What follows belongs to an exercise in optimizing a design on an open flow for small area, a short achievable clock period and few clock cycles per item; a production flow would make more cautious choices. At most, simulation tests tie the RTL to the original design; equivalence was not proved. Power and IR drop assume default switching activity.

==> amber: inputs <==
## ifu
module ifu (
    input  logic         clk,
    input  logic         rst_n,
    input  logic         recovery_valid,
    input  logic [31:0]  recovery_pc,
    output logic         mem_req,
    output logic [31:0]  mem_addr,
    input  logic         mem_ack,
    input  logic [127:0] mem_data,
    input  logic         dispatch_ready,
    output logic         instr_valid,
    output logic [31:0]  instr_data,
    output logic [31:0]  instr_pc,
    output logic         instr_is_branch,
    output logic         instr_pred_taken,
    output logic [31:0]  instr_target
);
==> module ifu, before the edit <==
module ifu (
    input  logic         clk,
    input  logic         rst_n,
    input  logic         recovery_valid,
    input  logic [31:0]  recovery_pc,
    output logic         mem_req,
    output logic [31:0]  mem_addr,
    input  logic         mem_ack,
    input  logic [127:0] mem_data,
    input  logic         dispatch_ready,
    output logic         instr_valid,
    output logic [31:0]  instr_data,
    output logic [31:0]  instr_pc,
    output logic         instr_is_branch,
    output logic         instr_pred_taken,
    output logic [31:0]  instr_target
);
    logic        v;
    logic [31:0] d;
    logic [29:0] p;          
    logic [29:0] t;          
    logic        o_br, o_tk;
    logic        en;         
    logic        armed;      
    logic [27:0] ma;
    logic [29:0] nx, nx1;
    assign nx1 = nx + 30'd1;
    logic [3:0]  lj, lb;
    always_comb begin
        for (int i = 0; i < 4; i++) begin
            lj[i] = (mem_data[32*i+26 +: 6] == 6'b000010);
            lb[i] = (mem_data[32*i+26 +: 6] == 6'b000100);
        end
    end
    logic        have;
    logic [31:0] w;
    logic        wj, wb, wtk;
    logic [29:0] woff, wtgt;
    logic [30:0] wsum;
    assign have = armed && mem_ack && (ma == nx[29:2]);
    assign w    = mem_data[nx[1:0]*32 +: 32];
    assign wj   = lj[nx[1:0]];
    assign wb   = lb[nx[1:0]];
    assign wtk  = wj || (wb && w[15]);
    assign woff = wj ? {{4{w[25]}}, w[25:0]} : {{14{w[15]}}, w[15:0]};
    assign wsum = {nx, 1'b1} + {woff, 1'b1};       
    assign wtgt = wsum[30:1];
    logic take;
    assign take = !v || dispatch_ready;
    always_ff @(posedge clk or negedge rst_n) begin
        if (!rst_n) begin
            v  <= 1'b0;
            p  <= 30'd0;
            nx <= 30'd0;
        end else if (recovery_valid) begin
            v  <= 1'b0;
            p  <= recovery_pc[31:2];
            nx <= recovery_pc[31:2];
        end else if (take) begin
            v <= have;
            p <= nx;
            if (have)
                nx <= wtk ? wtgt : nx1;
        end
    end
    always_ff @(posedge clk) begin
        if (take) begin
            d    <= w;
            t    <= wtgt;
            o_br <= wj || wb;
            o_tk <= wtk;
        end
    end
    logic leave;
    assign leave = !recovery_valid && take && have && (nx[1:0] == 2'd3 || wtk);
    always_ff @(posedge clk or negedge rst_n) begin
        if (!rst_n) begin
            en    <= 1'b0;
            armed <= 1'b0;
            ma    <= 28'd0;
        end else begin
            en <= 1'b1;
            if (armed) begin
                if (mem_ack && (leave || ma != nx[29:2]))
                    armed <= 1'b0;
            end else if (mem_ack) begin
                ma <= nx[29:2];
            end else if (en) begin
                armed <= 1'b1;
            end
        end
    end
    assign mem_req  = en && (armed || !mem_ack);
    assign mem_addr = {ma, 4'b0000};
    assign instr_valid      = v;
    assign instr_data       = d;
    assign instr_pc         = {p, 2'b00};
    assign instr_is_branch  = o_br;
    assign instr_pred_taken = o_tk;
    assign instr_target     = o_br ? {t, 2'b00} : 32'd0;
endmodule
Settings: LEC_CHECK=0, ABC_CLOCK_PERIOD_IN_PS=3500, CAP_MARGIN=20, CORE_MARGIN=2, CORE_UTILIZATION=40, SETUP_SLACK_MARGIN=4.4, SLEW_MARGIN=20, TNS_END_PERCENT=100; clock period 8.0 ns.
run.sh (not shown) runs the stock make flow with config.mk's settings and CLKGATE_MAP_FILE= SYNTH_SCRIPT=/design/flow/synth_recipe.tcl, a recipe that flattens the netlist after the stock synthesis.
==> harbor: changes against amber <==
==> flow/design.v (replaced) <==
`timescale 1ns/1ps
module ifu #(
    parameter int REGREQ = 1     
) (
    input  logic         clk,
    input  logic         rst_n,
    input  logic         recovery_valid,
    input  logic [31:0]  recovery_pc,
    output logic         mem_req,
    output logic [31:0]  mem_addr,
    input  logic         mem_ack,
    input  logic [127:0] mem_data,
    input  logic         dispatch_ready,
    output logic         instr_valid,
    output logic [31:0]  instr_data,
    output logic [31:0]  instr_pc,
    output logic         instr_is_branch,
    output logic         instr_pred_taken,
    output logic [31:0]  instr_target
);
    logic        v;          
    logic        pb;         
    logic        nt;         
    logic [31:0] d;
    logic [29:0] p;          
    logic        o_br, o_tk, o_j;
    logic [29:0] nx;
    logic        pr;         
    logic        en;         
    logic        armed;      
    logic [3:0]  lj, lb;
    always_comb begin
        for (int i = 0; i < 4; i++) begin
            lj[i] = (mem_data[32*i+26 +: 6] == 6'b000010);
            lb[i] = (mem_data[32*i+26 +: 6] == 6'b000100);
        end
    end
    logic        have;
    logic [31:0] w;
    logic        wj, wb, wbr, wtk;
    assign have = armed && mem_ack && !pr;
    assign w    = mem_data[nx[1:0]*32 +: 32];
    assign wj   = lj[nx[1:0]];
    assign wb   = lb[nx[1:0]];
    assign wbr  = wj || wb;
    assign wtk  = wj || (wb && w[15]);
    logic [29:0] a, off, sum;
    assign a   = nt ? p : nx;
    assign off = !pb ? 30'd1 : o_j ? {{4{d[25]}}, d[25:0]} : {{14{d[15]}}, d[15:0]};
    assign sum = a + off;
    logic take, load, ok;
    assign take = !v || dispatch_ready;
    assign load = take && have && !pb && !nt;
    assign ok   = en && !pb && !nt && !pr;
    always_ff @(posedge clk or negedge rst_n) begin
        if (!rst_n) begin
            v  <= 1'b0;
            pb <= 1'b0;
            nt <= 1'b0;
            nx <= 30'd0;
            pr <= 1'b0;
        end else if (recovery_valid) begin
            v  <= 1'b0;
            pb <= 1'b0;
            nt <= 1'b0;
            pr <= 1'b1;
        end else if (pr) begin
            if (!armed || mem_ack) begin
                nx <= p;
                pr <= 1'b0;
            end
        end else if (pb) begin
            v  <= 1'b1;
            pb <= 1'b0;
            nt <= !o_tk;
            nx <= sum;
        end else if (nt) begin
            if (dispatch_ready) begin
                v  <= 1'b0;
                nt <= 1'b0;
                nx <= sum;
            end
        end else if (take) begin
            v  <= have && !wbr;
            pb <= have && wbr;
            if (have)
                nx <= sum;
        end
    end
    always_ff @(posedge clk) begin
        if (recovery_valid)
            p <= recovery_pc[31:2];
        else if (load)
            p <= nx;
    end
    always_ff @(posedge clk) begin
        if (load) begin
            d    <= w;
            o_j  <= wj;
            o_br <= wbr;
            o_tk <= wtk;
        end
    end
    logic leave;
    assign leave = recovery_valid || pr || (load && (nx[1:0] == 2'd3 || wtk));
    always_ff @(posedge clk or negedge rst_n) begin
        if (!rst_n) begin
            en    <= 1'b0;
            armed <= 1'b0;
        end else begin
            en <= 1'b1;
            if (armed) begin
                if (mem_ack && leave)
                    armed <= 1'b0;
            end else if (REGREQ ? (en && !pb && !nt && !recovery_valid && !mem_ack) : (ok && !mem_ack)) begin
                armed <= 1'b1;
            end
        end
    end
    assign mem_req  = REGREQ ? armed : (armed || (ok && !mem_ack));
    assign mem_addr = {nx[29:2], 4'b0000};
    assign instr_valid      = v;
    assign instr_data       = d;
    assign instr_pc         = {p, 2'b00};
    assign instr_is_branch  = o_br;
    assign instr_pred_taken = o_tk;
    assign instr_target     = o_br ? {nx, 2'b00} : 32'd0;
endmodule
==> flow/flow/run.sh (new file) <==
#!/bin/bash
# Standard layout, with the port buffers made of the smallest plain buffer
# instead of the resizer's default choice.
set -euo pipefail
export BUFFER_PORTS_ARGS="-buffer_cell sky130_fd_sc_hd__buf_1"
bash standard.sh > flow_standard.log 2>&1
==> flow/standard.sh (new file) <==
#!/bin/bash
# synth_recipe.tcl (not shown) runs the flow's synth.tcl, then flattens the netlist and writes it again
# the make line also repeats each setting of config.mk as NAME=value (left out here)
make -C /OpenROAD-flow-scripts/flow DESIGN_CONFIG=/design/flow/config.mk WORK_HOME=/design/flow/orfs CLKGATE_MAP_FILE= SYNTH_SCRIPT=/design/flow/synth_recipe.tcl "${@:-finish}"
- ABC_CLOCK_PERIOD_IN_PS: 3500 -> default
- SETUP_SLACK_MARGIN: 4.4 -> 4.6
removed: flow/run.sh
==> yarrow: changes against amber <==
==> flow/design.v (replaced) <==
`timescale 1ns/1ps
module ifu #(
    parameter int REGREQ = 0     
) (
    input  logic         clk,
    input  logic         rst_n,
    input  logic         recovery_valid,
    input  logic [31:0]  recovery_pc,
    output logic         mem_req,
    output logic [31:0]  mem_addr,
    input  logic         mem_ack,
    input  logic [127:0] mem_data,
    input  logic         dispatch_ready,
    output logic         instr_valid,
    output logic [31:0]  instr_data,
    output logic [31:0]  instr_pc,
    output logic         instr_is_branch,
    output logic         instr_pred_taken,
    output logic [31:0]  instr_target
);
    logic        v;          
    logic        pb;         
    logic [31:0] d;
    logic [29:0] p;          
    logic [29:0] t;          
    logic        o_br, o_tk, o_j;
    logic [29:0] nx;
    logic        pr;         
    logic        en;         
    logic        armed;      
    logic [3:0]  lj, lb;
    always_comb begin
        for (int i = 0; i < 4; i++) begin
            lj[i] = (mem_data[32*i+26 +: 6] == 6'b000010);
            lb[i] = (mem_data[32*i+26 +: 6] == 6'b000100);
        end
    end
    logic        have;
    logic [31:0] w;
    logic        wj, wb, wbr, wtk;
    assign have = armed && mem_ack && !pr;
    assign w    = mem_data[nx[1:0]*32 +: 32];
    assign wj   = lj[nx[1:0]];
    assign wb   = lb[nx[1:0]];
    assign wbr  = wj || wb;
    assign wtk  = wj || (wb && w[15]);
    logic [29:0] off, sum;
    assign off = !pb ? 30'd1 : o_j ? {{4{d[25]}}, d[25:0]} : {{14{d[15]}}, d[15:0]};
    assign sum = nx + off;
    logic take, load, busy;
    assign take = !v || dispatch_ready;
    assign load = take && have && !pb;
    assign busy = REGREQ ? (armed && !mem_ack) : (en && !mem_ack);
    always_ff @(posedge clk or negedge rst_n) begin
        if (!rst_n) begin
            v  <= 1'b0;
            pb <= 1'b0;
            nx <= 30'd0;
            pr <= 1'b0;
        end else if (recovery_valid) begin
            v  <= 1'b0;
            pb <= 1'b0;
            if (busy) begin
                pr <= 1'b1;
            end else begin
                nx <= recovery_pc[31:2];
                pr <= 1'b0;
            end
        end else if (pr) begin
            if (mem_ack) begin
                nx <= p;
                pr <= 1'b0;
            end
        end else if (pb) begin
            v  <= 1'b1;
            pb <= 1'b0;
            if (o_tk)
                nx <= sum;
        end else if (take) begin
            v  <= have && !wbr;
            pb <= have && wbr;
            if (have)
                nx <= sum;
        end
    end
    always_ff @(posedge clk) begin
        if (recovery_valid)
            p <= recovery_pc[31:2];
        else if (load)
            p <= nx;
    end
    always_ff @(posedge clk) begin
        if (load) begin
            d    <= w;
            o_j  <= wj;
            o_br <= wbr;
            o_tk <= wtk;
        end
        if (pb)
            t <= sum;
    end
    logic leave;
    assign leave = recovery_valid || pr || (load && (nx[1:0] == 2'd3 || wtk));
    always_ff @(posedge clk or negedge rst_n) begin
        if (!rst_n) begin
            en    <= 1'b0;
            armed <= 1'b0;
        end else begin
            en <= 1'b1;
            if (armed) begin
                if (mem_ack && leave)
                    armed <= 1'b0;
            end else if (en && !mem_ack) begin
                armed <= 1'b1;
            end
        end
    end
    assign mem_req  = REGREQ ? armed : (en && (armed || !mem_ack));
    assign mem_addr = {nx[29:2], 4'b0000};
    assign instr_valid      = v;
    assign instr_data       = d;
    assign instr_pc         = {p, 2'b00};
    assign instr_is_branch  = o_br;
    assign instr_pred_taken = o_tk;
    assign instr_target     = o_br ? {t, 2'b00} : 32'd0;
endmodule
==> flow/flow/run.sh (new file) <==
#!/bin/bash
# Standard layout, with the port buffers made of the smallest plain buffer
# instead of the resizer's default choice.
set -euo pipefail
export BUFFER_PORTS_ARGS="-buffer_cell sky130_fd_sc_hd__buf_1"
bash standard.sh > flow_standard.log 2>&1
==> flow/standard.sh (new file) <==
#!/bin/bash
# synth_recipe.tcl (not shown) runs the flow's synth.tcl, then flattens the netlist and writes it again
# the make line also repeats each setting of config.mk as NAME=value (left out here)
make -C /OpenROAD-flow-scripts/flow DESIGN_CONFIG=/design/flow/config.mk WORK_HOME=/design/flow/orfs CLKGATE_MAP_FILE= SYNTH_SCRIPT=/design/flow/synth_recipe.tcl "${@:-finish}"
- ABC_CLOCK_PERIOD_IN_PS: 3500 -> default
- SETUP_SLACK_MARGIN: 4.4 -> 4.35
removed: flow/run.sh
==> qor summary <==
                                                                                                  amber                    harbor                   yarrow
Final critical path time including I/O delays and setup                                           4910 ps                   3300 ps                  3620 ps
Simple logic cell fraction of the synthesized area                                                  0.164                     0.141                    0.128
Fraction of the cycle the final worst path needs                                                    0.614                     0.412                    0.453
Flip-flop and latch count                                                                             155                       101                      130
Most frequent standard cell in the layout excluding fill and tap cells   sky130_fd_sc_hd__clkdlybuf4s50_1    sky130_fd_sc_hd__buf_1   sky130_fd_sc_hd__buf_1
Synthesized-area fraction occupied by ao, oa, aoi and oai cells                                     0.152                     0.135                    0.158
Library cell contributing the largest single delay on the critical path            sky130_fd_sc_hd__or4_4  sky130_fd_sc_hd__dfrtp_2  sky130_fd_sc_hd__o21a_1
Fraction of area in non-clock buffers                                                               0.242                     0.149                    0.117
Routed length on met2                                                                            16800 um                  11400 um                 12000 um
Hold path endpoint                                                                                  armed                    nx[16]                    nx[6]
Number of global-route vias before repair                                                            9257                      6196                     6848
Status                                                                   no timing/DRC/antenna violations  no timing/DRC/antenna violations  no timing/DRC/antenna violations
Finished layout cell area                                                                      15300 um^2                 9300 um^2               10100 um^2
Worst-Margin Slew                                                                                  809 ps                    904 ps                  1040 ps
Pwr per Cell Area                                                                             222 nW/um^2               199 nW/um^2              234 nW/um^2
Met1 layer usage reported by global route                                                           0.390                     0.298                    0.299
Type of element launching the critical path                                                    input port                      flop               input port
Testbench counts of yarrow, summed over its fixed seeds: cycles 221,350, items 64,895.
For amber and harbor, only the layout was checked, not whether the RTL still works.

-- separate check: timing with driven ports --
The results above use ideal ports. As a check the final layouts listed here were re-extracted and re-timed, cells and wires unchanged. Step 1 assumes that a clkbuf_16 drives the clock port and a buf_2 every other input. Step 2, shift: input delay + t, output delay - t, t = (earliest + latest rising clock arrival at the registers) / 2. This alone moves slack from input paths to output paths. Three values: ideal ports, drivers, drivers and shift; two values: the first two.
run	shift t [ns]	setup slack, ns	hold WS [ns]	clock arrival spread, ns	worst register clock-pin slew, ns
amber	0.479	3.087 / 3.094 / 2.615	0.546 / 0.546 / 0.546	0.014 / 0.014	0.07 / 0.07
harbor	0.397	4.705 / 4.705 / 4.420	0.552 / 0.552 / 0.552	0.013 / 0.012	0.08 / 0.08
yarrow	0.468	4.379 / 4.293 / 4.070	0.542 / 0.542 / 0.542	0.008 / 0.008	0.06 / 0.06
After both steps setup and hold are still met in every run listed. The setup slack of amber, which loses most, moves by +0.007 ns with the drivers and by -0.472 ns with both steps.
